Background: an optimization exercise with open tools, aiming at small area and a short achievable clock period. Do not read the settings as production practice.
Function was checked by simulation only, so behaviour that the tests miss may differ from the original.

## flow/design.v (module list and top-level ports; edited modules follow where they fit)
// module pe_fa: 10 lines
// module pe_fma_pre: 35 lines
// module pe_fma_core: 2206 lines
// module pe_pipelined: 157 lines
module pe_pipelined #(
    parameter int unsigned W_DEPTH = 4,
    parameter int unsigned PIPE    = 2,
    localparam int unsigned ADDR_W = (W_DEPTH > 1) ? $clog2(W_DEPTH) : 1
) (
    input  logic              clk,
    input  logic              reset,
    input  logic              load_cfg,
    input  logic [2:0]        load_op,
    input  logic              load_wen,
    input  logic [ADDR_W-1:0] load_addr,
    input  logic [31:0]       load_data,
    input  logic              in_valid,
    output logic              in_ready,
    input  logic [31:0]       a,
    input  logic [31:0]       b,
    input  logic [31:0]       c,
    output logic              out_valid,
    input  logic              out_ready,
    output logic [31:0]       out_data,
    output logic              busy
);
  // ...
==> flow/flow/run.sh <==
#!/bin/bash
# Standard layout (the standard.sh: ORFS synthesis through final routing), with the timing
# repair steps asked to keep a setup margin, so that they keep improving the worst path below
# the 30 ns clock. Clock, I/O delays and all other constraints are the design's own.
set -euo pipefail
export SETUP_SLACK_MARGIN=22
export TNS_END_PERCENT=10
bash standard.sh > standard_make.log 2>&1
==> flow/standard.sh <==
#!/bin/bash
# synth_recipe.tcl (not shown) runs the flow's synth.tcl, then flattens the netlist and writes it again
# the make line also repeats each setting of config.mk as NAME=value (left out here)
make -C /OpenROAD-flow-scripts/flow DESIGN_CONFIG=/design/flow/config.mk WORK_HOME=/design/flow/orfs CLKGATE_MAP_FILE= SYNTH_SCRIPT=/design/flow/synth_recipe.tcl "${@:-finish}"
==> flow/config.mk <==
export PLATFORM = sky130hd
export DESIGN_NAME = pe_pipelined
export DESIGN_NICKNAME = pe_pipelined
export VERILOG_FILES = /design/flow/design.v
export SDC_FILE = /design/flow/constraint.sdc
export NUM_CORES = 4
export LEC_CHECK = 0
export ABC_AREA = 1
export CAP_MARGIN = 20
export CORE_MARGIN = 2
export CORE_UTILIZATION = 50
export SLEW_MARGIN = 20
export SYNTH_HIERARCHICAL = 1
==> flow/constraint.sdc <==
create_clock -name core_clock -period 30.0 [get_ports {clk}]
set_input_delay 6.0000 -clock core_clock [delete_from_list [all_inputs] [get_ports {clk}]]
set_output_delay 6.0000 -clock core_clock [all_outputs]
set_load 0.01 [all_outputs]
==> out/qor.txt, run 1 <==
Pin count of the biggest net entering global routing - 79
Status - finished clean
# setup viols final - 0
Synth Register Bits - 269
Routed wire length - 209,700 µm
Clock root buffer - clkbuf_16
Crit path capture - s1_z[7]
Synth area leaders - edfxtp_1, nand2_1, fa_1
Post-synthesis mux area share - 0.06800%
CTS buffer count - 27
Starting Density - 50.66%
Met1 usage - 55.33%
Syn Std Cell Area - 44,160 µm²
Via count - 50,590
Clk slew on worst S/H paths - 0.07 ns
Startpoint Class - register
Main synth FF type - edfxtp_1
Seq_cells - 269
Non-clock buffer share - 12.87%
Fin Clk Skew - 0.02343 ns
Worst path top cell family by delay - adder cells
Met3 usage - 13.77%
Nets - 7,430
FF-to-FF End - s1_z[7]
HPWL after DPL - 142,200 µm
Mapped Cells - 6,495
Slowest cell on crit path - edfxtp_1
Seq. cell area - 8009 µm²
Worst path depth - 74
PostCTS Resize Cnt - 550
Most frequent cell after synthesis - nand2_1
==> run 2, diff against run 1 <==
--- a/flow/design.v
+++ b/flow/design.v
@@ -1599,94 +1599,100 @@
     wire [78:0] ca_s0 = ca_p ^ ca_c0;
     wire [78:0] ca_s1 = ca_p ^ ca_c1;
     wire ca_allp = ca_P145;
     wire        neg   = sub & ca_s0[78];
     wire [77:0] csel  = !sub ? ca_c0[77:0] : (neg ? ~ca_c0[77:0] : ca_c1[77:0]);
     wire [77:0] mag   = ca_p[77:0] ^ csel;
     wire        mzero = sub & ca_allp;
     wire        rs    = ps ^ neg;
-    wire lz_v0 = mag[77] | mag[76];
-    wire [0:0] lz_c0 = ~mag[77];
-    wire lz_v1 = mag[75] | mag[74];
-    wire [0:0] lz_c1 = ~mag[75];
-    wire lz_v2 = mag[73] | mag[72];
-    wire [0:0] lz_c2 = ~mag[73];
-    wire lz_v3 = mag[71] | mag[70];
-    wire [0:0] lz_c3 = ~mag[71];
-    wire lz_v4 = mag[69] | mag[68];
-    wire [0:0] lz_c4 = ~mag[69];
-    wire lz_v5 = mag[67] | mag[66];
-    wire [0:0] lz_c5 = ~mag[67];
-    wire lz_v6 = mag[65] | mag[64];
-    wire [0:0] lz_c6 = ~mag[65];
-    wire lz_v7 = mag[63] | mag[62];
-    wire [0:0] lz_c7 = ~mag[63];
-    wire lz_v8 = mag[61] | mag[60];
-    wire [0:0] lz_c8 = ~mag[61];
-    wire lz_v9 = mag[59] | mag[58];
-    wire [0:0] lz_c9 = ~mag[59];
-    wire lz_v10 = mag[57] | mag[56];
-    wire [0:0] lz_c10 = ~mag[57];
-    wire lz_v11 = mag[55] | mag[54];
-    wire [0:0] lz_c11 = ~mag[55];
-    wire lz_v12 = mag[53] | mag[52];
-    wire [0:0] lz_c12 = ~mag[53];
-    wire lz_v13 = mag[51] | mag[50];
-    wire [0:0] lz_c13 = ~mag[51];
-    wire lz_v14 = mag[49] | mag[48];
-    wire [0:0] lz_c14 = ~mag[49];
-    wire lz_v15 = mag[47] | mag[46];
-    wire [0:0] lz_c15 = ~mag[47];
-    wire lz_v16 = mag[45] | mag[44];
-    wire [0:0] lz_c16 = ~mag[45];
-    wire lz_v17 = mag[43] | mag[42];
-    wire [0:0] lz_c17 = ~mag[43];
-    wire lz_v18 = mag[41] | mag[40];
-    wire [0:0] lz_c18 = ~mag[41];
-    wire lz_v19 = mag[39] | mag[38];
-    wire [0:0] lz_c19 = ~mag[39];
-    wire lz_v20 = mag[37] | mag[36];
-    wire [0:0] lz_c20 = ~mag[37];
-    wire lz_v21 = mag[35] | mag[34];
-    wire [0:0] lz_c21 = ~mag[35];
-    wire lz_v22 = mag[33] | mag[32];
-    wire [0:0] lz_c22 = ~mag[33];
-    wire lz_v23 = mag[31] | mag[30];
-    wire [0:0] lz_c23 = ~mag[31];
-    wire lz_v24 = mag[29] | mag[28];
-    wire [0:0] lz_c24 = ~mag[29];
-    wire lz_v25 = mag[27] | mag[26];
-    wire [0:0] lz_c25 = ~mag[27];
-    wire lz_v26 = mag[25] | mag[24];
-    wire [0:0] lz_c26 = ~mag[25];
-    wire lz_v27 = mag[23] | mag[22];
-    wire [0:0] lz_c27 = ~mag[23];
-    wire lz_v28 = mag[21] | mag[20];
-    wire [0:0] lz_c28 = ~mag[21];
-    wire lz_v29 = mag[19] | mag[18];
-    wire [0:0] lz_c29 = ~mag[19];
-    wire lz_v30 = mag[17] | mag[16];
-    wire [0:0] lz_c30 = ~mag[17];
-    wire lz_v31 = mag[15] | mag[14];
-    wire [0:0] lz_c31 = ~mag[15];
-    wire lz_v32 = mag[13] | mag[12];
-    wire [0:0] lz_c32 = ~mag[13];
-    wire lz_v33 = mag[11] | mag[10];
-    wire [0:0] lz_c33 = ~mag[11];
-    wire lz_v34 = mag[9] | mag[8];
-    wire [0:0] lz_c34 = ~mag[9];
-    wire lz_v35 = mag[7] | mag[6];
-    wire [0:0] lz_c35 = ~mag[7];
-    wire lz_v36 = mag[5] | mag[4];
-    wire [0:0] lz_c36 = ~mag[5];
-    wire lz_v37 = mag[3] | mag[2];
-    wire [0:0] lz_c37 = ~mag[3];
-    wire lz_v38 = mag[1] | mag[0];
-    wire [0:0] lz_c38 = ~mag[1];
+    wire [9:0]  lim = clamp ? 10'({2'b0, ez[7:1], ez[0] | !hz}) : pe;
+    logic [77:0] lmask;
+    always_comb begin
+        for (int j = 0; j < 78; j++) lmask[j] = (lim == 10'(77 - j));
+    end
+    wire [77:0] magl = mag | lmask;
+    wire lz_v0 = magl[77] | magl[76];
+    wire [0:0] lz_c0 = ~magl[77];
+    wire lz_v1 = magl[75] | magl[74];
+    wire [0:0] lz_c1 = ~magl[75];
+    wire lz_v2 = magl[73] | magl[72];
+    wire [0:0] lz_c2 = ~magl[73];
+    wire lz_v3 = magl[71] | magl[70];
+    wire [0:0] lz_c3 = ~magl[71];
+    wire lz_v4 = magl[69] | magl[68];
+    wire [0:0] lz_c4 = ~magl[69];
+    wire lz_v5 = magl[67] | magl[66];
+    wire [0:0] lz_c5 = ~magl[67];
+    wire lz_v6 = magl[65] | magl[64];
+    wire [0:0] lz_c6 = ~magl[65];
+    wire lz_v7 = magl[63] | magl[62];
+    wire [0:0] lz_c7 = ~magl[63];
+    wire lz_v8 = magl[61] | magl[60];
+    wire [0:0] lz_c8 = ~magl[61];
+    wire lz_v9 = magl[59] | magl[58];
+    wire [0:0] lz_c9 = ~magl[59];
+    wire lz_v10 = magl[57] | magl[56];
+    wire [0:0] lz_c10 = ~magl[57];
+    wire lz_v11 = magl[55] | magl[54];
+    wire [0:0] lz_c11 = ~magl[55];
+    wire lz_v12 = magl[53] | magl[52];
+    wire [0:0] lz_c12 = ~magl[53];
+    wire lz_v13 = magl[51] | magl[50];
+    wire [0:0] lz_c13 = ~magl[51];
+    wire lz_v14 = magl[49] | magl[48];
+    wire [0:0] lz_c14 = ~magl[49];
+    wire lz_v15 = magl[47] | magl[46];
+    wire [0:0] lz_c15 = ~magl[47];
+    wire lz_v16 = magl[45] | magl[44];
+    wire [0:0] lz_c16 = ~magl[45];
+    wire lz_v17 = magl[43] | magl[42];
+    wire [0:0] lz_c17 = ~magl[43];
+    wire lz_v18 = magl[41] | magl[40];
+    wire [0:0] lz_c18 = ~magl[41];
+    wire lz_v19 = magl[39] | magl[38];
+    wire [0:0] lz_c19 = ~magl[39];
+    wire lz_v20 = magl[37] | magl[36];
+    wire [0:0] lz_c20 = ~magl[37];
+    wire lz_v21 = magl[35] | magl[34];
+    wire [0:0] lz_c21 = ~magl[35];
+    wire lz_v22 = magl[33] | magl[32];
+    wire [0:0] lz_c22 = ~magl[33];
+    wire lz_v23 = magl[31] | magl[30];
+    wire [0:0] lz_c23 = ~magl[31];
+    wire lz_v24 = magl[29] | magl[28];
+    wire [0:0] lz_c24 = ~magl[29];
+    wire lz_v25 = magl[27] | magl[26];
+    wire [0:0] lz_c25 = ~magl[27];
+    wire lz_v26 = magl[25] | magl[24];
+    wire [0:0] lz_c26 = ~magl[25];
+    wire lz_v27 = magl[23] | magl[22];
+    wire [0:0] lz_c27 = ~magl[23];
+    wire lz_v28 = magl[21] | magl[20];
+    wire [0:0] lz_c28 = ~magl[21];
+    wire lz_v29 = magl[19] | magl[18];
+    wire [0:0] lz_c29 = ~magl[19];
+    wire lz_v30 = magl[17] | magl[16];
+    wire [0:0] lz_c30 = ~magl[17];
+    wire lz_v31 = magl[15] | magl[14];
+    wire [0:0] lz_c31 = ~magl[15];
+    wire lz_v32 = magl[13] | magl[12];
+    wire [0:0] lz_c32 = ~magl[13];
+    wire lz_v33 = magl[11] | magl[10];
+    wire [0:0] lz_c33 = ~magl[11];
+    wire lz_v34 = magl[9] | magl[8];
+    wire [0:0] lz_c34 = ~magl[9];
+    wire lz_v35 = magl[7] | magl[6];
+    wire [0:0] lz_c35 = ~magl[7];
+    wire lz_v36 = magl[5] | magl[4];
+    wire [0:0] lz_c36 = ~magl[5];
+    wire lz_v37 = magl[3] | magl[2];
+    wire [0:0] lz_c37 = ~magl[3];
+    wire lz_v38 = magl[1] | magl[0];
+    wire [0:0] lz_c38 = ~magl[1];
     wire lz_v39 = 1'b0 | 1'b0;
     wire [0:0] lz_c39 = ~1'b0;
     wire lz_v40 = 1'b0 | 1'b0;
     wire [0:0] lz_c40 = ~1'b0;
     wire lz_v41 = 1'b0 | 1'b0;
     wire [0:0] lz_c41 = ~1'b0;
     wire lz_v42 = 1'b0 | 1'b0;
     wire [0:0] lz_c42 = ~1'b0;
@@ -2113,22 +2119,306 @@
     wire tz_v124 = tz_v120 | tz_v121;
     wire [5:0] tz_c124 = tz_v120 ? {1'b0, tz_c120} : {1'b1, tz_c121};
     wire tz_v125 = tz_v122 | tz_v123;
     wire [5:0] tz_c125 = tz_v122 ? {1'b0, tz_c122} : {1'b1, tz_c123};
     wire tz_v126 = tz_v124 | tz_v125;
     wire [6:0] tz_c126 = tz_v124 ? {1'b0, tz_c124} : {1'b1, tz_c125};
     wire [6:0]  lzn = lz_c126[6:0];
     wire [6:0]  tzn = tz_c126[6:0];
-    wire [9:0]  lim = clamp ? 10'({2'b0, ez[7:1], ez[0] | !hz}) : pe;
     wire        tiny = lim[9];
-    wire        uselim = !lim[9] && (lim[8:7] == 2'b00) && (7'(lim) < lzn);
-    wire [6:0]  L = uselim ? lim[6:0] : lzn;
-    wire [77:0] nsh = mag << L;
-    wire [24:0] o = tiny ? 25'd0 : nsh[77:53];
+    wire [6:0]  L = lzn;
+    wire [24:0] nsh;
+    wire nsh_s6_0 = mag[0] & ~L[6];
+    wire nsh_s6_1 = mag[1] & ~L[6];
+    wire nsh_s6_2 = mag[2] & ~L[6];
+    wire nsh_s6_3 = mag[3] & ~L[6];
+    wire nsh_s6_4 = mag[4] & ~L[6];
+    wire nsh_s6_5 = mag[5] & ~L[6];
+    wire nsh_s6_6 = mag[6] & ~L[6];
+    wire nsh_s6_7 = mag[7] & ~L[6];
+    wire nsh_s6_8 = mag[8] & ~L[6];
+    wire nsh_s6_9 = mag[9] & ~L[6];
+    wire nsh_s6_10 = mag[10] & ~L[6];
+    wire nsh_s6_11 = mag[11] & ~L[6];
+    wire nsh_s6_12 = mag[12] & ~L[6];
+    wire nsh_s6_13 = mag[13] & ~L[6];
+    wire nsh_s6_14 = mag[14] & ~L[6];
+    wire nsh_s6_15 = mag[15] & ~L[6];
+    wire nsh_s6_16 = mag[16] & ~L[6];
+    wire nsh_s6_17 = mag[17] & ~L[6];
+    wire nsh_s6_18 = mag[18] & ~L[6];
+    wire nsh_s6_19 = mag[19] & ~L[6];
+    wire nsh_s6_20 = mag[20] & ~L[6];
+    wire nsh_s6_21 = mag[21] & ~L[6];
+    wire nsh_s6_22 = mag[22] & ~L[6];
+    wire nsh_s6_23 = mag[23] & ~L[6];
+    wire nsh_s6_24 = mag[24] & ~L[6];
+    wire nsh_s6_25 = mag[25] & ~L[6];
+    wire nsh_s6_26 = mag[26] & ~L[6];
+    wire nsh_s6_27 = mag[27] & ~L[6];
+    wire nsh_s6_28 = mag[28] & ~L[6];
+    wire nsh_s6_29 = mag[29] & ~L[6];
+    wire nsh_s6_30 = mag[30] & ~L[6];
+    wire nsh_s6_31 = mag[31] & ~L[6];
+    wire nsh_s6_32 = mag[32] & ~L[6];
+    wire nsh_s6_33 = mag[33] & ~L[6];
+    wire nsh_s6_34 = mag[34] & ~L[6];
+    wire nsh_s6_35 = mag[35] & ~L[6];
+    wire nsh_s6_36 = mag[36] & ~L[6];
+    wire nsh_s6_37 = mag[37] & ~L[6];
+    wire nsh_s6_38 = mag[38] & ~L[6];
+    wire nsh_s6_39 = mag[39] & ~L[6];
+    wire nsh_s6_40 = mag[40] & ~L[6];
+    wire nsh_s6_41 = mag[41] & ~L[6];
+    wire nsh_s6_42 = mag[42] & ~L[6];
+    wire nsh_s6_43 = mag[43] & ~L[6];
+    wire nsh_s6_44 = mag[44] & ~L[6];
+    wire nsh_s6_45 = mag[45] & ~L[6];
+    wire nsh_s6_46 = mag[46] & ~L[6];
+    wire nsh_s6_47 = mag[47] & ~L[6];
+    wire nsh_s6_48 = mag[48] & ~L[6];
+    wire nsh_s6_49 = mag[49] & ~L[6];
+    wire nsh_s6_50 = mag[50] & ~L[6];
+    wire nsh_s6_51 = mag[51] & ~L[6];
+    wire nsh_s6_52 = mag[52] & ~L[6];
+    wire nsh_s6_53 = mag[53] & ~L[6];
+    wire nsh_s6_54 = mag[54] & ~L[6];
+    wire nsh_s6_55 = mag[55] & ~L[6];
+    wire nsh_s6_56 = mag[56] & ~L[6];
+    wire nsh_s6_57 = mag[57] & ~L[6];
+    wire nsh_s6_58 = mag[58] & ~L[6];
+    wire nsh_s6_59 = mag[59] & ~L[6];
+    wire nsh_s6_60 = mag[60] & ~L[6];
+    wire nsh_s6_61 = mag[61] & ~L[6];
+    wire nsh_s6_62 = mag[62] & ~L[6];
+    wire nsh_s6_63 = mag[63] & ~L[6];
+    wire nsh_s6_64 = L[6] ? mag[0] : mag[64];
+    wire nsh_s6_65 = L[6] ? mag[1] : mag[65];
+    wire nsh_s6_66 = L[6] ? mag[2] : mag[66];
+    wire nsh_s6_67 = L[6] ? mag[3] : mag[67];
+    wire nsh_s6_68 = L[6] ? mag[4] : mag[68];
+    wire nsh_s6_69 = L[6] ? mag[5] : mag[69];
+    wire nsh_s6_70 = L[6] ? mag[6] : mag[70];
+    wire nsh_s6_71 = L[6] ? mag[7] : mag[71];
+    wire nsh_s6_72 = L[6] ? mag[8] : mag[72];
+    wire nsh_s6_73 = L[6] ? mag[9] : mag[73];
+    wire nsh_s6_74 = L[6] ? mag[10] : mag[74];
+    wire nsh_s6_75 = L[6] ? mag[11] : mag[75];
+    wire nsh_s6_76 = L[6] ? mag[12] : mag[76];
+    wire nsh_s6_77 = L[6] ? mag[13] : mag[77];
+    wire nsh_s5_22 = nsh_s6_22 & ~L[5];
+    wire nsh_s5_23 = nsh_s6_23 & ~L[5];
+    wire nsh_s5_24 = nsh_s6_24 & ~L[5];
+    wire nsh_s5_25 = nsh_s6_25 & ~L[5];
+    wire nsh_s5_26 = nsh_s6_26 & ~L[5];
+    wire nsh_s5_27 = nsh_s6_27 & ~L[5];
+    wire nsh_s5_28 = nsh_s6_28 & ~L[5];
+    wire nsh_s5_29 = nsh_s6_29 & ~L[5];
+    wire nsh_s5_30 = nsh_s6_30 & ~L[5];
+    wire nsh_s5_31 = nsh_s6_31 & ~L[5];
+    wire nsh_s5_32 = L[5] ? nsh_s6_0 : nsh_s6_32;
+    wire nsh_s5_33 = L[5] ? nsh_s6_1 : nsh_s6_33;
+    wire nsh_s5_34 = L[5] ? nsh_s6_2 : nsh_s6_34;
+    wire nsh_s5_35 = L[5] ? nsh_s6_3 : nsh_s6_35;
+    wire nsh_s5_36 = L[5] ? nsh_s6_4 : nsh_s6_36;
+    wire nsh_s5_37 = L[5] ? nsh_s6_5 : nsh_s6_37;
+    wire nsh_s5_38 = L[5] ? nsh_s6_6 : nsh_s6_38;
+    wire nsh_s5_39 = L[5] ? nsh_s6_7 : nsh_s6_39;
+    wire nsh_s5_40 = L[5] ? nsh_s6_8 : nsh_s6_40;
+    wire nsh_s5_41 = L[5] ? nsh_s6_9 : nsh_s6_41;
+    wire nsh_s5_42 = L[5] ? nsh_s6_10 : nsh_s6_42;
+    wire nsh_s5_43 = L[5] ? nsh_s6_11 : nsh_s6_43;
+    wire nsh_s5_44 = L[5] ? nsh_s6_12 : nsh_s6_44;
+    wire nsh_s5_45 = L[5] ? nsh_s6_13 : nsh_s6_45;
+    wire nsh_s5_46 = L[5] ? nsh_s6_14 : nsh_s6_46;
+    wire nsh_s5_47 = L[5] ? nsh_s6_15 : nsh_s6_47;
+    wire nsh_s5_48 = L[5] ? nsh_s6_16 : nsh_s6_48;
+    wire nsh_s5_49 = L[5] ? nsh_s6_17 : nsh_s6_49;
+    wire nsh_s5_50 = L[5] ? nsh_s6_18 : nsh_s6_50;
+    wire nsh_s5_51 = L[5] ? nsh_s6_19 : nsh_s6_51;
+    wire nsh_s5_52 = L[5] ? nsh_s6_20 : nsh_s6_52;
+    wire nsh_s5_53 = L[5] ? nsh_s6_21 : nsh_s6_53;
+    wire nsh_s5_54 = L[5] ? nsh_s6_22 : nsh_s6_54;
+    wire nsh_s5_55 = L[5] ? nsh_s6_23 : nsh_s6_55;
+    wire nsh_s5_56 = L[5] ? nsh_s6_24 : nsh_s6_56;
+    wire nsh_s5_57 = L[5] ? nsh_s6_25 : nsh_s6_57;
+    wire nsh_s5_58 = L[5] ? nsh_s6_26 : nsh_s6_58;
+    wire nsh_s5_59 = L[5] ? nsh_s6_27 : nsh_s6_59;
+    wire nsh_s5_60 = L[5] ? nsh_s6_28 : nsh_s6_60;
+    wire nsh_s5_61 = L[5] ? nsh_s6_29 : nsh_s6_61;
+    wire nsh_s5_62 = L[5] ? nsh_s6_30 : nsh_s6_62;
+    wire nsh_s5_63 = L[5] ? nsh_s6_31 : nsh_s6_63;
+    wire nsh_s5_64 = L[5] ? nsh_s6_32 : nsh_s6_64;
+    wire nsh_s5_65 = L[5] ? nsh_s6_33 : nsh_s6_65;
+    wire nsh_s5_66 = L[5] ? nsh_s6_34 : nsh_s6_66;
+    wire nsh_s5_67 = L[5] ? nsh_s6_35 : nsh_s6_67;
+    wire nsh_s5_68 = L[5] ? nsh_s6_36 : nsh_s6_68;
+    wire nsh_s5_69 = L[5] ? nsh_s6_37 : nsh_s6_69;
+    wire nsh_s5_70 = L[5] ? nsh_s6_38 : nsh_s6_70;
+    wire nsh_s5_71 = L[5] ? nsh_s6_39 : nsh_s6_71;
+    wire nsh_s5_72 = L[5] ? nsh_s6_40 : nsh_s6_72;
+    wire nsh_s5_73 = L[5] ? nsh_s6_41 : nsh_s6_73;
+    wire nsh_s5_74 = L[5] ? nsh_s6_42 : nsh_s6_74;
+    wire nsh_s5_75 = L[5] ? nsh_s6_43 : nsh_s6_75;
+    wire nsh_s5_76 = L[5] ? nsh_s6_44 : nsh_s6_76;
+    wire nsh_s5_77 = L[5] ? nsh_s6_45 : nsh_s6_77;
+    wire nsh_s4_38 = L[4] ? nsh_s5_22 : nsh_s5_38;
+    wire nsh_s4_39 = L[4] ? nsh_s5_23 : nsh_s5_39;
+    wire nsh_s4_40 = L[4] ? nsh_s5_24 : nsh_s5_40;
+    wire nsh_s4_41 = L[4] ? nsh_s5_25 : nsh_s5_41;
+    wire nsh_s4_42 = L[4] ? nsh_s5_26 : nsh_s5_42;
+    wire nsh_s4_43 = L[4] ? nsh_s5_27 : nsh_s5_43;
+    wire nsh_s4_44 = L[4] ? nsh_s5_28 : nsh_s5_44;
+    wire nsh_s4_45 = L[4] ? nsh_s5_29 : nsh_s5_45;
+    wire nsh_s4_46 = L[4] ? nsh_s5_30 : nsh_s5_46;
+    wire nsh_s4_47 = L[4] ? nsh_s5_31 : nsh_s5_47;
+    wire nsh_s4_48 = L[4] ? nsh_s5_32 : nsh_s5_48;
+    wire nsh_s4_49 = L[4] ? nsh_s5_33 : nsh_s5_49;
+    wire nsh_s4_50 = L[4] ? nsh_s5_34 : nsh_s5_50;
+    wire nsh_s4_51 = L[4] ? nsh_s5_35 : nsh_s5_51;
+    wire nsh_s4_52 = L[4] ? nsh_s5_36 : nsh_s5_52;
+    wire nsh_s4_53 = L[4] ? nsh_s5_37 : nsh_s5_53;
+    wire nsh_s4_54 = L[4] ? nsh_s5_38 : nsh_s5_54;
+    wire nsh_s4_55 = L[4] ? nsh_s5_39 : nsh_s5_55;
+    wire nsh_s4_56 = L[4] ? nsh_s5_40 : nsh_s5_56;
+    wire nsh_s4_57 = L[4] ? nsh_s5_41 : nsh_s5_57;
+    wire nsh_s4_58 = L[4] ? nsh_s5_42 : nsh_s5_58;
+    wire nsh_s4_59 = L[4] ? nsh_s5_43 : nsh_s5_59;
+    wire nsh_s4_60 = L[4] ? nsh_s5_44 : nsh_s5_60;
+    wire nsh_s4_61 = L[4] ? nsh_s5_45 : nsh_s5_61;
+    wire nsh_s4_62 = L[4] ? nsh_s5_46 : nsh_s5_62;
+    wire nsh_s4_63 = L[4] ? nsh_s5_47 : nsh_s5_63;
+    wire nsh_s4_64 = L[4] ? nsh_s5_48 : nsh_s5_64;
+    wire nsh_s4_65 = L[4] ? nsh_s5_49 : nsh_s5_65;
+    wire nsh_s4_66 = L[4] ? nsh_s5_50 : nsh_s5_66;
+    wire nsh_s4_67 = L[4] ? nsh_s5_51 : nsh_s5_67;
+    wire nsh_s4_68 = L[4] ? nsh_s5_52 : nsh_s5_68;
+    wire nsh_s4_69 = L[4] ? nsh_s5_53 : nsh_s5_69;
+    wire nsh_s4_70 = L[4] ? nsh_s5_54 : nsh_s5_70;
+    wire nsh_s4_71 = L[4] ? nsh_s5_55 : nsh_s5_71;
+    wire nsh_s4_72 = L[4] ? nsh_s5_56 : nsh_s5_72;
+    wire nsh_s4_73 = L[4] ? nsh_s5_57 : nsh_s5_73;
+    wire nsh_s4_74 = L[4] ? nsh_s5_58 : nsh_s5_74;
+    wire nsh_s4_75 = L[4] ? nsh_s5_59 : nsh_s5_75;
+    wire nsh_s4_76 = L[4] ? nsh_s5_60 : nsh_s5_76;
+    wire nsh_s4_77 = L[4] ? nsh_s5_61 : nsh_s5_77;
+    wire nsh_s3_46 = L[3] ? nsh_s4_38 : nsh_s4_46;
+    wire nsh_s3_47 = L[3] ? nsh_s4_39 : nsh_s4_47;
+    wire nsh_s3_48 = L[3] ? nsh_s4_40 : nsh_s4_48;
+    wire nsh_s3_49 = L[3] ? nsh_s4_41 : nsh_s4_49;
+    wire nsh_s3_50 = L[3] ? nsh_s4_42 : nsh_s4_50;
+    wire nsh_s3_51 = L[3] ? nsh_s4_43 : nsh_s4_51;
+    wire nsh_s3_52 = L[3] ? nsh_s4_44 : nsh_s4_52;
+    wire nsh_s3_53 = L[3] ? nsh_s4_45 : nsh_s4_53;
+    wire nsh_s3_54 = L[3] ? nsh_s4_46 : nsh_s4_54;
+    wire nsh_s3_55 = L[3] ? nsh_s4_47 : nsh_s4_55;
+    wire nsh_s3_56 = L[3] ? nsh_s4_48 : nsh_s4_56;
+    wire nsh_s3_57 = L[3] ? nsh_s4_49 : nsh_s4_57;
+    wire nsh_s3_58 = L[3] ? nsh_s4_50 : nsh_s4_58;
+    wire nsh_s3_59 = L[3] ? nsh_s4_51 : nsh_s4_59;
+    wire nsh_s3_60 = L[3] ? nsh_s4_52 : nsh_s4_60;
+    wire nsh_s3_61 = L[3] ? nsh_s4_53 : nsh_s4_61;
+    wire nsh_s3_62 = L[3] ? nsh_s4_54 : nsh_s4_62;
+    wire nsh_s3_63 = L[3] ? nsh_s4_55 : nsh_s4_63;
+    wire nsh_s3_64 = L[3] ? nsh_s4_56 : nsh_s4_64;
+    wire nsh_s3_65 = L[3] ? nsh_s4_57 : nsh_s4_65;
+    wire nsh_s3_66 = L[3] ? nsh_s4_58 : nsh_s4_66;
+    wire nsh_s3_67 = L[3] ? nsh_s4_59 : nsh_s4_67;
+    wire nsh_s3_68 = L[3] ? nsh_s4_60 : nsh_s4_68;
+    wire nsh_s3_69 = L[3] ? nsh_s4_61 : nsh_s4_69;
+    wire nsh_s3_70 = L[3] ? nsh_s4_62 : nsh_s4_70;
+    wire nsh_s3_71 = L[3] ? nsh_s4_63 : nsh_s4_71;
+    wire nsh_s3_72 = L[3] ? nsh_s4_64 : nsh_s4_72;
+    wire nsh_s3_73 = L[3] ? nsh_s4_65 : nsh_s4_73;
+    wire nsh_s3_74 = L[3] ? nsh_s4_66 : nsh_s4_74;
+    wire nsh_s3_75 = L[3] ? nsh_s4_67 : nsh_s4_75;
+    wire nsh_s3_76 = L[3] ? nsh_s4_68 : nsh_s4_76;
+    wire nsh_s3_77 = L[3] ? nsh_s4_69 : nsh_s4_77;
+    wire nsh_s2_50 = L[2] ? nsh_s3_46 : nsh_s3_50;
+    wire nsh_s2_51 = L[2] ? nsh_s3_47 : nsh_s3_51;
+    wire nsh_s2_52 = L[2] ? nsh_s3_48 : nsh_s3_52;
+    wire nsh_s2_53 = L[2] ? nsh_s3_49 : nsh_s3_53;
+    wire nsh_s2_54 = L[2] ? nsh_s3_50 : nsh_s3_54;
+    wire nsh_s2_55 = L[2] ? nsh_s3_51 : nsh_s3_55;
+    wire nsh_s2_56 = L[2] ? nsh_s3_52 : nsh_s3_56;
+    wire nsh_s2_57 = L[2] ? nsh_s3_53 : nsh_s3_57;
+    wire nsh_s2_58 = L[2] ? nsh_s3_54 : nsh_s3_58;
+    wire nsh_s2_59 = L[2] ? nsh_s3_55 : nsh_s3_59;
+    wire nsh_s2_60 = L[2] ? nsh_s3_56 : nsh_s3_60;
+    wire nsh_s2_61 = L[2] ? nsh_s3_57 : nsh_s3_61;
+    wire nsh_s2_62 = L[2] ? nsh_s3_58 : nsh_s3_62;
+    wire nsh_s2_63 = L[2] ? nsh_s3_59 : nsh_s3_63;
+    wire nsh_s2_64 = L[2] ? nsh_s3_60 : nsh_s3_64;
+    wire nsh_s2_65 = L[2] ? nsh_s3_61 : nsh_s3_65;
+    wire nsh_s2_66 = L[2] ? nsh_s3_62 : nsh_s3_66;
+    wire nsh_s2_67 = L[2] ? nsh_s3_63 : nsh_s3_67;
+    wire nsh_s2_68 = L[2] ? nsh_s3_64 : nsh_s3_68;
+    wire nsh_s2_69 = L[2] ? nsh_s3_65 : nsh_s3_69;
+    wire nsh_s2_70 = L[2] ? nsh_s3_66 : nsh_s3_70;
+    wire nsh_s2_71 = L[2] ? nsh_s3_67 : nsh_s3_71;
+    wire nsh_s2_72 = L[2] ? nsh_s3_68 : nsh_s3_72;
+    wire nsh_s2_73 = L[2] ? nsh_s3_69 : nsh_s3_73;
+    wire nsh_s2_74 = L[2] ? nsh_s3_70 : nsh_s3_74;
+    wire nsh_s2_75 = L[2] ? nsh_s3_71 : nsh_s3_75;
+    wire nsh_s2_76 = L[2] ? nsh_s3_72 : nsh_s3_76;
+    wire nsh_s2_77 = L[2] ? nsh_s3_73 : nsh_s3_77;
+    wire nsh_s1_52 = L[1] ? nsh_s2_50 : nsh_s2_52;
+    wire nsh_s1_53 = L[1] ? nsh_s2_51 : nsh_s2_53;
+    wire nsh_s1_54 = L[1] ? nsh_s2_52 : nsh_s2_54;
+    wire nsh_s1_55 = L[1] ? nsh_s2_53 : nsh_s2_55;
+    wire nsh_s1_56 = L[1] ? nsh_s2_54 : nsh_s2_56;
+    wire nsh_s1_57 = L[1] ? nsh_s2_55 : nsh_s2_57;
+    wire nsh_s1_58 = L[1] ? nsh_s2_56 : nsh_s2_58;
+    wire nsh_s1_59 = L[1] ? nsh_s2_57 : nsh_s2_59;
+    wire nsh_s1_60 = L[1] ? nsh_s2_58 : nsh_s2_60;
+    wire nsh_s1_61 = L[1] ? nsh_s2_59 : nsh_s2_61;
+    wire nsh_s1_62 = L[1] ? nsh_s2_60 : nsh_s2_62;
+    wire nsh_s1_63 = L[1] ? nsh_s2_61 : nsh_s2_63;
+    wire nsh_s1_64 = L[1] ? nsh_s2_62 : nsh_s2_64;
+    wire nsh_s1_65 = L[1] ? nsh_s2_63 : nsh_s2_65;
+    wire nsh_s1_66 = L[1] ? nsh_s2_64 : nsh_s2_66;
+    wire nsh_s1_67 = L[1] ? nsh_s2_65 : nsh_s2_67;
+    wire nsh_s1_68 = L[1] ? nsh_s2_66 : nsh_s2_68;
+    wire nsh_s1_69 = L[1] ? nsh_s2_67 : nsh_s2_69;
+    wire nsh_s1_70 = L[1] ? nsh_s2_68 : nsh_s2_70;
+    wire nsh_s1_71 = L[1] ? nsh_s2_69 : nsh_s2_71;
+    wire nsh_s1_72 = L[1] ? nsh_s2_70 : nsh_s2_72;
+    wire nsh_s1_73 = L[1] ? nsh_s2_71 : nsh_s2_73;
+    wire nsh_s1_74 = L[1] ? nsh_s2_72 : nsh_s2_74;
+    wire nsh_s1_75 = L[1] ? nsh_s2_73 : nsh_s2_75;
+    wire nsh_s1_76 = L[1] ? nsh_s2_74 : nsh_s2_76;
+    wire nsh_s1_77 = L[1] ? nsh_s2_75 : nsh_s2_77;
+    wire nsh_s0_53 = L[0] ? nsh_s1_52 : nsh_s1_53;
+    wire nsh_s0_54 = L[0] ? nsh_s1_53 : nsh_s1_54;
+    wire nsh_s0_55 = L[0] ? nsh_s1_54 : nsh_s1_55;
+    wire nsh_s0_56 = L[0] ? nsh_s1_55 : nsh_s1_56;
+    wire nsh_s0_57 = L[0] ? nsh_s1_56 : nsh_s1_57;
+    wire nsh_s0_58 = L[0] ? nsh_s1_57 : nsh_s1_58;
+    wire nsh_s0_59 = L[0] ? nsh_s1_58 : nsh_s1_59;
+    wire nsh_s0_60 = L[0] ? nsh_s1_59 : nsh_s1_60;
+    wire nsh_s0_61 = L[0] ? nsh_s1_60 : nsh_s1_61;
+    wire nsh_s0_62 = L[0] ? nsh_s1_61 : nsh_s1_62;
+    wire nsh_s0_63 = L[0] ? nsh_s1_62 : nsh_s1_63;
+    wire nsh_s0_64 = L[0] ? nsh_s1_63 : nsh_s1_64;
+    wire nsh_s0_65 = L[0] ? nsh_s1_64 : nsh_s1_65;
+    wire nsh_s0_66 = L[0] ? nsh_s1_65 : nsh_s1_66;
+    wire nsh_s0_67 = L[0] ? nsh_s1_66 : nsh_s1_67;
+    wire nsh_s0_68 = L[0] ? nsh_s1_67 : nsh_s1_68;
+    wire nsh_s0_69 = L[0] ? nsh_s1_68 : nsh_s1_69;
+    wire nsh_s0_70 = L[0] ? nsh_s1_69 : nsh_s1_70;
+    wire nsh_s0_71 = L[0] ? nsh_s1_70 : nsh_s1_71;
+    wire nsh_s0_72 = L[0] ? nsh_s1_71 : nsh_s1_72;
+    wire nsh_s0_73 = L[0] ? nsh_s1_72 : nsh_s1_73;
+    wire nsh_s0_74 = L[0] ? nsh_s1_73 : nsh_s1_74;
+    wire nsh_s0_75 = L[0] ? nsh_s1_74 : nsh_s1_75;
+    wire nsh_s0_76 = L[0] ? nsh_s1_75 : nsh_s1_76;
+    wire nsh_s0_77 = L[0] ? nsh_s1_76 : nsh_s1_77;
+    assign nsh = {nsh_s0_77, nsh_s0_76, nsh_s0_75, nsh_s0_74, nsh_s0_73, nsh_s0_72, nsh_s0_71, nsh_s0_70, nsh_s0_69, nsh_s0_68, nsh_s0_67, nsh_s0_66, nsh_s0_65, nsh_s0_64, nsh_s0_63, nsh_s0_62, nsh_s0_61, nsh_s0_60, nsh_s0_59, nsh_s0_58, nsh_s0_57, nsh_s0_56, nsh_s0_55, nsh_s0_54, nsh_s0_53};
+    wire [24:0] o = tiny ? 25'd0 : nsh;
     wire        st = ({1'b0, tzn} + {1'b0, L}) < 8'd53;
     wire        rnd = o[0] & (st | o[1]);
     wire [9:0]  ep = tiny ? 10'd0 : (lim - 10'(L));    
     wire [7:0]  ep1 = ep[7:0] + 8'd1;
     wire [30:0] bpre = {o[24] ? ep1 : ep[7:0], o[23:1]};
     wire        ovfl = !ep[9] && (ep >= 10'd254) && o[24];
     wire [30:0] body;
     wire [30:0] ri_a0 = bpre;
==> flow/flow/run.sh (replaced) <==
#!/bin/bash
# Standard layout (the standard.sh: ORFS synthesis through final routing), with the timing
# repair steps asked to keep a setup margin, so that they keep improving the worst path below
# the 30 ns clock. Clock, I/O delays and all other constraints are the design's own.
set -euo pipefail
export SETUP_SLACK_MARGIN=15.5
export TNS_END_PERCENT=5
bash standard.sh > standard_make.log 2>&1
==> out/qor.txt, run 2 <==
First-pass GRT wire length - 264,400 µm
Clk buf depth - 3
Syn Std Cell Area - 42,470 µm² (-3.8%)
Number of flops mapped to enable cells by yosys - 255
Most frequent cells in the layout - nand2_1, nand3_1, inv_1
Layout fillers - 8,250
Hold path cells - 2
CTS buffer count - 27 (unchanged)
RSZ-0062 raised after global routing - no
Die height - 295.4 µm
I/O Pins - 174
Status - finished clean
Initial antenna violation count - 4
Top Registers - wbank (128), dat (32), s1_z (32)
Vias in the first global route - 40,890
Num Clock Sinks - 269
Synth area leaders - edfxtp_1, fa_1, nand2_1
Mapped Cells - 6,085 (-6.3%)
Critical Path RT - 30.27 ns
Post-route clock period utilization - 46.35%
Buf+Inv Stages, Crit Path - 10
Synth top cells by count - nand2_1, nand3_1, inv_1
Layout cell share with drive strength beyond 1 - 7.505%
Number of diodes - 0
Via/cell ratio - 6.203
Worst hold path class - register to register
Cell taking the most area after synthesis - edfxtp_1
WS Path Type - register to register
Final ANT Viol Nets - 0
Startpoint Class - register
HPWL after DPL - 137,800 µm (-3.1%)
Post-synth ARST share - 5.204%
Routed wire length - 182,100 µm (-13%)
Final Max Slew Viols - 0
Hold Vio Cnt, Final - 0
Main synth FF type - edfxtp_1
Critical Path Most Common Cell - nand2_1
Crit path max fanout - 45
Hold-fix buffers, CTS - 0
Number of flip-flops in the largest register - 128
Total gr overflow - 0
Cell variety after synth - 69
Setup TNS - 0 ns
Synth top area share - 18.03%
Syn. warnings - 9
Highest attainable clock frequency - 71.91 MHz
Worst Reg-to-Reg Cells - 66
Minimum clock period - 13.91 ns
CTS tree - built
Starting Density - 50.67% (about the same)
Worst path max stage delay - 0.56 ns
Clock latency on the worst-skew pair - 0.58 ns
# setup viols final - 0 (unchanged)
Total GRT Usage - 40.56%
Placeable Area - 83,820 µm²
Clk slew on worst S/H paths - 0.06 ns (about the same)
Crit end category - register
Fin Clk Skew - 0.02698 ns (+0.003556 ns)
Via count - 44,720 (-12%)
Most frequent cell after synthesis - nand2_1
Worst path top cell family by delay - simple AND/OR/NAND/NOR gates
Area Overhead vs Synth - 10.50%
Htree depth - 1
Sequential share of the synthesized area - 18.86%
Maxcap violations - 0
Worst path depth - 66 (-11%)
RD Place Congestion - 1.069
DRT Pass-1 Iters - 8
Core Rows - 106
DRC violations left - 0
Synth Area per Inst - 6.979 µm²
Wirelength per Cell - 25.25 µm
Nets - 6,657 (-10%)
Crit path DAT - 14.17 ns
Biggest register - wbank
Slew headroom - 16.96%
Port bufs - 173
Die W - 295.4 µm
DR iter-0 viols - 5,825
Slowest cell on crit path - fa_1
Clock root buffer - clkbuf_16
Synth Register Bits - 269 (unchanged)
Most common cell after layout, fill and taps aside - nand2_1
Least-Margin Pin Slew - 1.244 ns
Pin count of the biggest net entering global routing - 115 (+46%)
Full die area - 87,280 µm²
==> run 2: cell families (layout without fill, tap and decap cells) <==
kind of cell | after synthesis | count (layout) | share of synthesized area, %
adders and majority gates | 463 | 463 | 19.23
and+or+nand+nor | 2998 | 3004 | 30.58
other | 1 | 6 | 0.008830
buffers and inverters | 1021 | 1000 | 9.923
muxes | 4 | 4 | 0.09723
xor gates and xnor gates | 394 | 394 | 8.126
DFF | 269 | 269 | 18.86
AOI/OAI and AO/OA | 935 | 936 | 13.18
==> run 2: layout make-up <==
cell class                      instances  area (µm²)  share of cell area, %
Tap cell                             1134        1419                  3.024
Sequential cell                       269        8011                  17.07
Multi-Input combinational cell       4807       31000                  66.06
Clock inverter                         19       281.5                 0.5999
Timing Repair Buffer                  292        2907                  6.194
Timing Repair inverter                 13       95.09                 0.2026
Inverter                              645        2525                  5.381
Clock buffer                           31       690.7                  1.472
==> run 2: modules after synthesis, one instance, submodules excluded <==
module	cells	times used	flip-flops and latches	area [µm²]
pe_pipelined	1097	1	269	11490
pe_fma_pre	207	1	0	1227
pe_fma_core	4470	1	0	23520
pe_fa	1	311	0	20.02
==> run 2: tightest hold or removal path, cell delays in order, from the launching register on <==
cell and delay (ns):
dfrtp_1 0.32, inv_1 0.04, o21ai_0 0.06
==> run 2: repair_timing <==
action	CTS	global route
hold endpoints to repair	0	0
gates resized for setup	73	136
pin swaps	2	10
buffers inserted	21	20
cloned	15	5
endpoints found under the setup margin	62	62
==> run 2: through the flow <==
step | worst slack [ns] | instance area (µm²) | cells | hold slack [ns] | utilization [%]
finish | 16.09 | 46930 | 7210 | 0.4619 | 55.98
global route | 15.46 | 46930 | 7210 | 0.5000 | 55.98
global placement | 13.96 | 44500 | 7093 | 0.4393 | 53.09
detailed placement | 13.90 | 44520 | 7094 | 0.4505 | 53.12
CTS | 15.50 | 46040 | 7180 | 0.4649 | 54.93
floorplan | 17.59 | 42490 | 6090 | 0.4274 | -
==> run 2: final timing paths <==
kind / start / endpoint / slack, ns
worst max-delay path: s1_my[7] / s1_z[5] / 16.09
worst min-delay path: wvalid[0] / wvalid[0] / 0.46
worst max register to register: s1_my[7] / s1_z[5] / 16.09
worst min register to register: wvalid[0] / wvalid[0] / 0.46
max in group asynchronous: reset / wptr[0] / 23.76
min in group asynchronous: reset / cfg[1] / 5.79
==> run 2: routing by layer <==
| metal | part of all wire, % | vias to the layer above | GRT usage (%) |
|---|---|---|---|
| met3 | 12 | 558 | 8.487 |
| li1 | - | 20080 | - |
| met5 | 0.060 | - | 0.6098 |
| met1 | 40 | 21070 | 56.00 |
| met4 | 6.0 | 10 | 19.09 |
| met2 | 42 | 3012 | 60.64 |
==> run 3, diff against run 2 <==
--- a/flow/flow/run.sh
+++ b/flow/flow/run.sh
@@ -3,6 +3,6 @@
 # repair steps asked to keep a setup margin, so that they keep improving the worst path below
 # the 30 ns clock. Clock, I/O delays and all other constraints are the design's own.
 set -euo pipefail
-export SETUP_SLACK_MARGIN=15.5
+export SETUP_SLACK_MARGIN=16.5
 export TNS_END_PERCENT=5
 bash standard.sh > standard_make.log 2>&1
==> out/qor.txt, run 3 <==
Die height - 295.4 µm (unchanged)
RSZ-0062 raised after global routing - yes
Area Overhead vs Synth - 13.45%
Clk slew on worst S/H paths - 0.06 ns (about the same)
Number of flops mapped to enable cells by yosys - 255 (unchanged)
Maxcap violations - 0 (unchanged)
Worst path top cell family by delay - buffers and inverters
Post-route clock period utilization - 44.57% (-1.8 points)
DRC violations left - 0 (unchanged)
Core Rows - 106 (unchanged)
Routed wire length - 185,800 µm (+2.1%)
WS Path Type - input port to output port
Number of diodes - 0 (unchanged)
Hold Vio Cnt, Final - 0 (unchanged)
Vias in the first global route - 41,180 (+0.70%)
M1 WL - 73,060 µm (+0.52%)
Most frequent cell after synthesis - nand2_1
First-pass GRT wire length - 266,600 µm (+0.83%)
Multi-input gate area in the final layout - 31,500 µm² (+1.6%)
DR top layer - met5
Total gr overflow - 0 (unchanged)
Port bufs - 173 (unchanged)
Nets - 6,711 (+0.81%)
Hold-fix buffers, CTS - 0 (unchanged)
Top Registers - wbank (128), dat (32), s1_z (32)
Post-synth ARST share - 5.204% (unchanged)
Final setup margin - 16.63 ns (+0.5345 ns)
Setup TNS - 0 ns (unchanged)
Layout cell share with drive strength beyond 1 - 9.772% (+2.3 points)
Place WS - 13.90 ns (unchanged)
Buf+Inv Stages, Crit Path - 4 (-6)
Critical Path RT - 24.00 ns (-6.27 ns)
Layout fillers - 8,134 (-1.4%)
Crit path max fanout - 4 (-91%)
Synth Register Bits - 269 (unchanged)
Die W - 295.4 µm (unchanged)
RD Place Congestion - 1.069 (unchanged)
Pin count of the biggest net entering global routing - 115 (unchanged)
Syn. warnings - 9 (unchanged)
Wirelength per Cell - 25.58 µm (+1.3%)
Clock latency on the worst-skew pair - 0.58 ns (about the same)
Mapped Cells - 6,085 (unchanged)
Synth top area share - 18.03% (unchanged)
Synth top cells by count - nand2_1, nand3_1, inv_1
Biggest register - wbank
Worst hold path class - register to register
Initial antenna violation count - 5 (+1)
Via/cell ratio - 6.235 (+0.52%)
Clk buf depth - 3 (unchanged)
Via count - 45,290 (+1.3%)
Post-DP Area - 44,520 µm² (unchanged)
Slowest cell on crit path - clkdlybuf4s50_1
Synth area leaders - edfxtp_1, fa_1, nand2_1
Starting Density - 50.67% (unchanged)
Design Area, Final - 48,180 µm² (+2.7%)
Startpoint Class - input port
HPWL after DPL - 137,800 µm (unchanged)
Sequential share of the synthesized area - 18.86% (unchanged)
Placeable Area - 83,820 µm² (unchanged)
WL met3 - 23,150 µm (+8.1%)
Crit path DAT - 7.37 ns (-6.80 ns)
Most common cell after layout, fill and taps aside - nand2_1
DRT Pass-1 Iters - 9 (+1)
Minimum clock period - 13.37 ns (-0.5345 ns)
Crit end category - output port
Final Max Slew Viols - 0 (unchanged)
DP Cell Count - 7,094 (unchanged)
# setup viols final - 0 (unchanged)
Worst path max stage delay - 0.53 ns (-0.03 ns)
Routed wl met2 - 78,750 µm (+2.3%)
Synth Area per Inst - 6.979 µm² (unchanged)
Number of flip-flops in the largest register - 128 (unchanged)
Fin Clk Skew - 0.02976 ns (+0.002779 ns)
Slew headroom - 26.81% (+9.9 points)
Cell variety after synth - 69 (unchanged)
Highest attainable clock frequency - 74.79 MHz (+4.0%)
CTS buffer count - 27 (unchanged)
I/O Pins - 174 (unchanged)
CTS tree - built
Status - finished clean
Num Clock Sinks - 269 (unchanged)
Seq. cell area - 8011 µm² (unchanged)
DR iter-0 viols - 6,059 (+4.0%)
Cell taking the most area after synthesis - edfxtp_1
Htree depth - 1 (unchanged)
Cells along the critical path - clkdlybuf4s50_1 -> inv_1 -> nand2_1 -> nand2_1 -> inv_1 -> clkdlybuf4s50_1
Main synth FF type - edfxtp_1
Least-Margin Pin Slew - 1.097 ns (-0.1476 ns)
Total GRT Usage - 40.93% (+0.37 points)
Full die area - 87,280 µm² (unchanged)
Final ANT Viol Nets - 0 (unchanged)
Clock root buffer - clkbuf_16
Final std cells w/o fill - 7,264 (+0.75%)
Most frequent cells in the layout - nand2_1, nand3_1, inv_1
Syn Std Cell Area - 42,470 µm² (unchanged)
[run 3: cell counts after synthesis]
No cell type changed its count.
[run 3: metrics by stage]
| stage | utilization (%) | hold WS, ns |
|---|---|---|
| 3_5_place_dp | 53.12 | 0.4505 |
| 4_1_cts | 55.57 | 0.4649 |
| 5_1_grt | 57.48 | 0.5000 |
| 6_report | 57.48 | 0.4600 |
| 2_1_floorplan | - | 0.4274 |
| 3_3_place_gp | 53.09 | 0.4393 |
[run 3: kinds of logic (layout without fill, tap and decap cells)]
family	after synthesis	after routing	share of synthesized area, %
multiplexers	4	4	0.09723
flip-flops	269	269	18.86
AO/OA/AOI/OAI	935	936	13.18
XOR/XNOR	394	394	8.126
AND/OR/NAND/NOR	2998	3006	30.58
buffers and inverters	1021	1052	9.923
adder cells (fa/ha/maj)	463	463	19.23
other	1	6	0.008830
[run 3: routing by layer]
layer	GRT usage, %	vias up
met5	0.6098	-
met3	9.818	610
li1	-	20210
met2	61.30	3061
met4	18.86	10
met1	55.78	21400
[run 3: path summary, 6_finish.rpt]
| path | from | endpoint | slack [ns] | depth (start not counted) |
|---|---|---|---|---|
| hold reg to reg | wvalid[0] | wvalid[0] | 0.46 | 2 |
| max in group asynchronous | reset | wptr[0] | 23.76 | 2 |
| hold / removal | wvalid[0] | wvalid[0] | 0.46 | 2 |
| setup reg to reg | s1_my[13] | s1_z[12] | 16.83 | 70 |
| setup / recovery | out_ready | in_ready | 16.63 | 6 |
| min in group asynchronous | reset | cfg[0] | 5.79 | 2 |
[run 3: worst register-to-register path, delay by kind of cell (launching register included)]
family          cells  cell delay (ns)
buf+inv            15             1.82
compound gates     11             2.02
xor+xnor            1             0.25
flops               1             0.41
fa+ha+maj           9             3.76
simple gates       34             4.63
[run 3: layout make-up]
type	instances	area share (%)
clock inverter	19	0.5843
timing repair inverter	17	0.2623
sequential	269	16.63
inverter	645	5.290
multi-input combinational	4809	65.39
timing repair buffer	340	7.466
clock buffer	31	1.434
tap	1134	2.945
[run 3: timing repair]
action                                  4_1_cts  5_1_grt
gates cloned                                 22       14
setup buffers                                28       50
endpoints found under the setup margin       62       63
pin swaps                                    10       44
gates resized for setup                     165      191
[run 3: per-module statistics from Yosys, one instance, submodules excluded]
module	times used	flops+latches
pe_fa	311	0
pe_fma_pre	1	0
pe_fma_core	1	0
pe_pipelined	1	269

static timing again, ports no longer ideal:
How much do the figures lean on ideal ports? The routed layouts below were timed once more, with nothing changed but the port constraints.
Step 1 (the two cells are an assumption about what drives the block):
set clk [get_ports {clk}]
set_driving_cell -lib_cell sky130_fd_sc_hd__clkbuf_16 $clk
set_driving_cell -lib_cell sky130_fd_sc_hd__buf_2 [delete_from_list [all_inputs] $clk]
Step 2 also shifts input and output timing later by t, the mid clock arrival at the registers, as if the neighbouring blocks saw the same clock.
Slacks: no drivers / after step 1 / after step 2; pairs: no drivers / after step 1.
run | shift t [ns] | slack for setup (ns) | worst hold slack (ns) | worst register clock-pin slew, ns | worst data-port slew with drivers (ns)
run 1 | 0.629 | 16.512 / 16.512 / 16.512 | 0.455 / 0.455 / 0.455 | 0.08 / 0.08 | 0.09
run 2 | 0.627 | 16.094 / 16.094 / 16.094 | 0.462 / 0.462 / 0.462 | 0.09 / 0.09 | 0.07
run 3 | 0.631 | 16.629 / 16.605 / 16.605 | 0.460 / 0.460 / 0.460 | 0.10 / 0.10 | 0.08
After both steps every run listed still meets setup and hold. The setup slack of run 3, which loses most, moves by -0.024 ns with the drivers and by -0.024 ns with both steps.
